From an optimization exercise on the open Yosys and OpenROAD flow, aimed at small area, a short achievable clock period and few clock cycles; shortcuts taken in it are not production practice. Only simulation tests tie the RTL to the original design; equivalence was not proved.

## attn_top
module attn_top (
    input  wire logic         I_CLK,
    input  wire logic         I_RST_N,
    input  wire logic         i_attn_start,
    input  wire logic         i_sa_vld,
    input  wire logic [127:0] i_sa_result,
    output logic              o_sa_start,
    output logic [127:0]      o_mat_1,
    output logic [127:0]      o_mat_2,
    output logic [127:0]      o_data_load,
    output logic              o_data_vld,
    output logic [127:0]      o_att_data,
    input  wire logic         i_bram_rd_vld,
    input  wire logic [127:0] i_bram_rd_mat,
    input  wire logic         i_bram_wr_done,
    output logic              o_rd_ena,
    output logic              o_wr_ena,
    output logic [1:0]        o_bram_sel_mat,
    output logic [0:0]        o_bram_sel_line,
    output logic [0:0]        o_bram_sel_col
);
Size: ~2200 cells after synthesis, about 29000 um2 of cells after synthesis.
Settings: LEC_CHECK=0, CAP_MARGIN=20, CORE_MARGIN=2, CORE_UTILIZATION=40, GPL_ROUTABILITY_DRIVEN=0, SETUP_SLACK_MARGIN=2.0, SLEW_MARGIN=20; clock period 4.0 ns.
standard.sh (not shown) runs the stock make flow with config.mk's settings and CLKGATE_MAP_FILE= SYNTH_SCRIPT=/design/flow/synth_recipe.tcl, a recipe that flattens the netlist after the stock synthesis.
==> flow/flow/run.sh <==
#!/bin/bash
# Standard ORFS layout with these placement/CTS tweaks:
#  - port buffers use buf_2 (each port still gets its own buffer);
#  - after global placement, each output port's buffer is moved next to the
#    cell that drives it (outbuf_near.tcl), so the register drives a short
#    wire and the buffer drives the long one; detailed placement then
#    legalizes as usual;
#  - clock tree synthesis with ORFS's default arguments but without the
#    dummy loads it adds for balancing.
set -euo pipefail
export BUFFER_PORTS_ARGS="-buffer_cell sky130_fd_sc_hd__buf_2"
export POST_GLOBAL_PLACE_TCL="$PWD/flow/outbuf_near.tcl"
export CTS_ARGS="-sink_clustering_enable -repair_clock_nets -dont_use_dummy_load"
bash standard.sh > standard_flow.log 2>&1
==> flow/flow/outbuf_near.tcl <==
# Move each output port's buffer next to the cell that drives it, so the
# driving register sees a short wire and the buffer drives the long one.
set n 0
foreach bt [[ord::get_db_block] getBTerms] {
  if {[$bt getIoType] != "OUTPUT"} continue
  set net [$bt getNet]
  set buf ""
  foreach it [$net getITerms] { if {[$it isOutputSignal]} { set buf [$it getInst] } }
  if {$buf == ""} continue
  set drv ""
  foreach it [$buf getITerms] {
    if {[$it isInputSignal]} {
      set n2 [$it getNet]
      if {$n2 == "NULL"} continue
      foreach it2 [$n2 getITerms] { if {[$it2 isOutputSignal]} { set drv [$it2 getInst] } }
    }
  }
  if {$drv == ""} continue
  set loc [$drv getLocation]
  $buf setLocation [lindex $loc 0] [lindex $loc 1]
  incr n
}
puts "moved $n output buffers next to their drivers"
Testbench counts at the start, summed over its fixed seeds: cycles 8,704.
Next try:
--- a/flow/design.v
+++ b/flow/design.v
@@ -120,52 +120,50 @@
     logic       mc_nodep;
     logic [4:0] mc_dep;          
     logic [4:0] mc_depm;         
     logic [5:0] sc_need;         
     logic [5:0] sc_needm;        
     logic [1:0] sc_dst;          
     logic       sc_copy;         
     logic       sc_zero;         
     logic       m_end;
     logic       s_end;
     logic [1:0] m_age;           
     logic [1:0] s_age;           
-    logic [4:0] ccap;            
     logic [5:0] mdone;           
     logic       f_st;            
     logic       f_stb;           
-    logic       f_capa;          
-    logic       f_capb;          
     logic       f_na;            
     logic       f_nb;            
+    logic ld_a, ld_b, ld_bt, ld_d;           
+    logic rs_d, rs_a3, rs_w;                 
+    logic do_copy, do_zero;
     logic mem_ans;
     logic mem_free;
     logic sa_free;
-    logic sa_ans;
     logic active;
     logic mem_go;
     logic start_go;              
     logic sa_go;                 
     logic rd_q, wr_q, st_q;
     logic dv_q;                  
     logic dep_ok;
     logic need_ok;
     logic last_done;
     assign mem_ans  = (rd_q && i_bram_rd_vld) || (wr_q && i_bram_wr_done);
     assign mem_free = !mem_busy || mem_ans;
-    assign sa_ans   = sa_busy && i_sa_vld;
     assign sa_free  = !sa_busy || i_sa_vld;
     assign active   = running;
     assign start_go = i_attn_start && !running;
-    assign dep_ok    = mc_nodep || (mc_cap ? (f_capa || (i_sa_vld && f_capb)) : (f_st || (sa_go && f_stb)));
+    assign dep_ok    = mc_nodep || (mc_cap ? (f_st && !(rs_w && !i_sa_vld)) : (f_st || (sa_go && f_stb)));
     assign need_ok   = f_na || (mem_ans && f_nb);
     assign mem_go    = active && mem_free && m_age[1] && !m_end && dep_ok;
     assign sa_go     = active && sa_free && s_age[1] && !s_end && need_ok;
     assign last_done = m_end && mem_ans;
     always_ff @(posedge I_CLK) begin
         mc_wr    <= m_wr;
         mc_mat   <= m_mat;
         mc_line  <= m_line;
         mc_col   <= m_col;
         mc_dst   <= m_dst;
         mc_cap   <= m_cap;
         mc_nodep <= m_nodep;
@@ -175,53 +173,45 @@
         sc_needm <= s_needm;
         m_end    <= (mpc == 6'(N_MEM));
         s_end    <= (spc == 5'(N_SA));
         case (spc[2:0])
             3'd0, 3'd4: sc_dst <= RES_D;
             3'd1, 3'd5: sc_dst <= RES_A3;
             default:    sc_dst <= RES_W;
         endcase
         sc_copy  <= (spc[2:0] == 3'd5);
         sc_zero  <= (spc[1:0] == 2'd3);
         f_st   <= sa_go   ? (spc >= mc_dep)    : (spc > mc_dep);
         f_stb  <= sa_go   ? (spc == mc_depm)   : (spc == mc_dep);
-        f_capa <= sa_ans  ? (ccap >= mc_dep)   : (ccap > mc_dep);
-        f_capb <= sa_ans  ? (ccap == mc_depm)  : (ccap == mc_dep);
         f_na   <= mem_ans ? (mdone >= sc_need) : (mdone > sc_need);
         f_nb   <= mem_ans ? (mdone == sc_needm) : (mdone == sc_need);
     end
     always_ff @(posedge I_CLK or negedge I_RST_N) begin
         if (!I_RST_N) begin
-            ccap  <= '0;
             mdone <= '0;
             m_age <= 2'd2;
             s_age <= 2'd2;
         end else begin
             if (last_done) begin
-                ccap  <= '0;
                 mdone <= '0;
             end else begin
-                if (sa_ans)  ccap  <= ccap + 5'd1;
                 if (mem_ans) mdone <= mdone + 6'd1;
             end
             if (mem_go)              m_age <= '0;
             else if (start_go)       m_age <= 2'd1;
             else if (!m_age[1])      m_age <= m_age + 2'd1;
             if (sa_go)               s_age <= '0;
             else if (!s_age[1])      s_age <= s_age + 2'd1;
         end
     end
-    logic ld_a, ld_b, ld_bt, ld_d;           
-    logic rs_d, rs_a3, rs_w;                 
-    logic do_copy, do_zero;
     always_ff @(posedge I_CLK or negedge I_RST_N) begin
         if (!I_RST_N) begin
             running         <= 1'b0;
             mpc             <= '0;
             spc             <= '0;
             mem_busy        <= 1'b0;
             mem_wr          <= 1'b0;
             rd_q            <= 1'b0;
             wr_q            <= 1'b0;
             o_bram_sel_mat  <= 2'd0;
             o_bram_sel_line <= 1'b0;
             o_bram_sel_col  <= 1'b0;
What happened: Clock skew is about the same; final cell count decreases by about 0.8%; setup slack gets worse by 0.0061 ns; routed wire length decreases by about 2.7%; non-clock buffer count increases by 6; first-iteration DRC count decreases by about 10%; maximum frequency decreases by 0.30%; final area decreases by 1.0%; sequential share of layout area barely changes.
Testbench counts after the change, summed over its fixed seeds: cycles 8,704.

-- separate check: timing with driven ports --
How much do the figures lean on ideal ports? The routed layouts below were timed once more, with nothing changed but the port constraints.
Step 1 sets driving cells, clkbuf_16 on the clock port and buf_2 on the other inputs (assumed; they add their load-dependent delay and slew).
Step 2, shift: input delay + t, output delay - t, t = (earliest + latest rising clock arrival at the registers) / 2. This alone moves slack from input paths to output paths.
a / b / c = no drivers / after step 1 / after step 2; a / b = the first two.
run | shift t [ns] | slack for setup (ns) | worst setup path at the end | worst slew at a driven data input, ns | cell pins on the clock port's net
the first run | 0.651 | 1.981 / 1.915 / 1.441 | input to register | 0.19 | 1
the second run | 0.649 | 1.975 / 1.913 / 1.413 | input to register | 0.19 | 1
After both steps setup and hold are still met in every run listed. For the second run, which loses most, drivers alone change the setup slack by -0.062 ns; drivers and shift together by -0.562 ns.
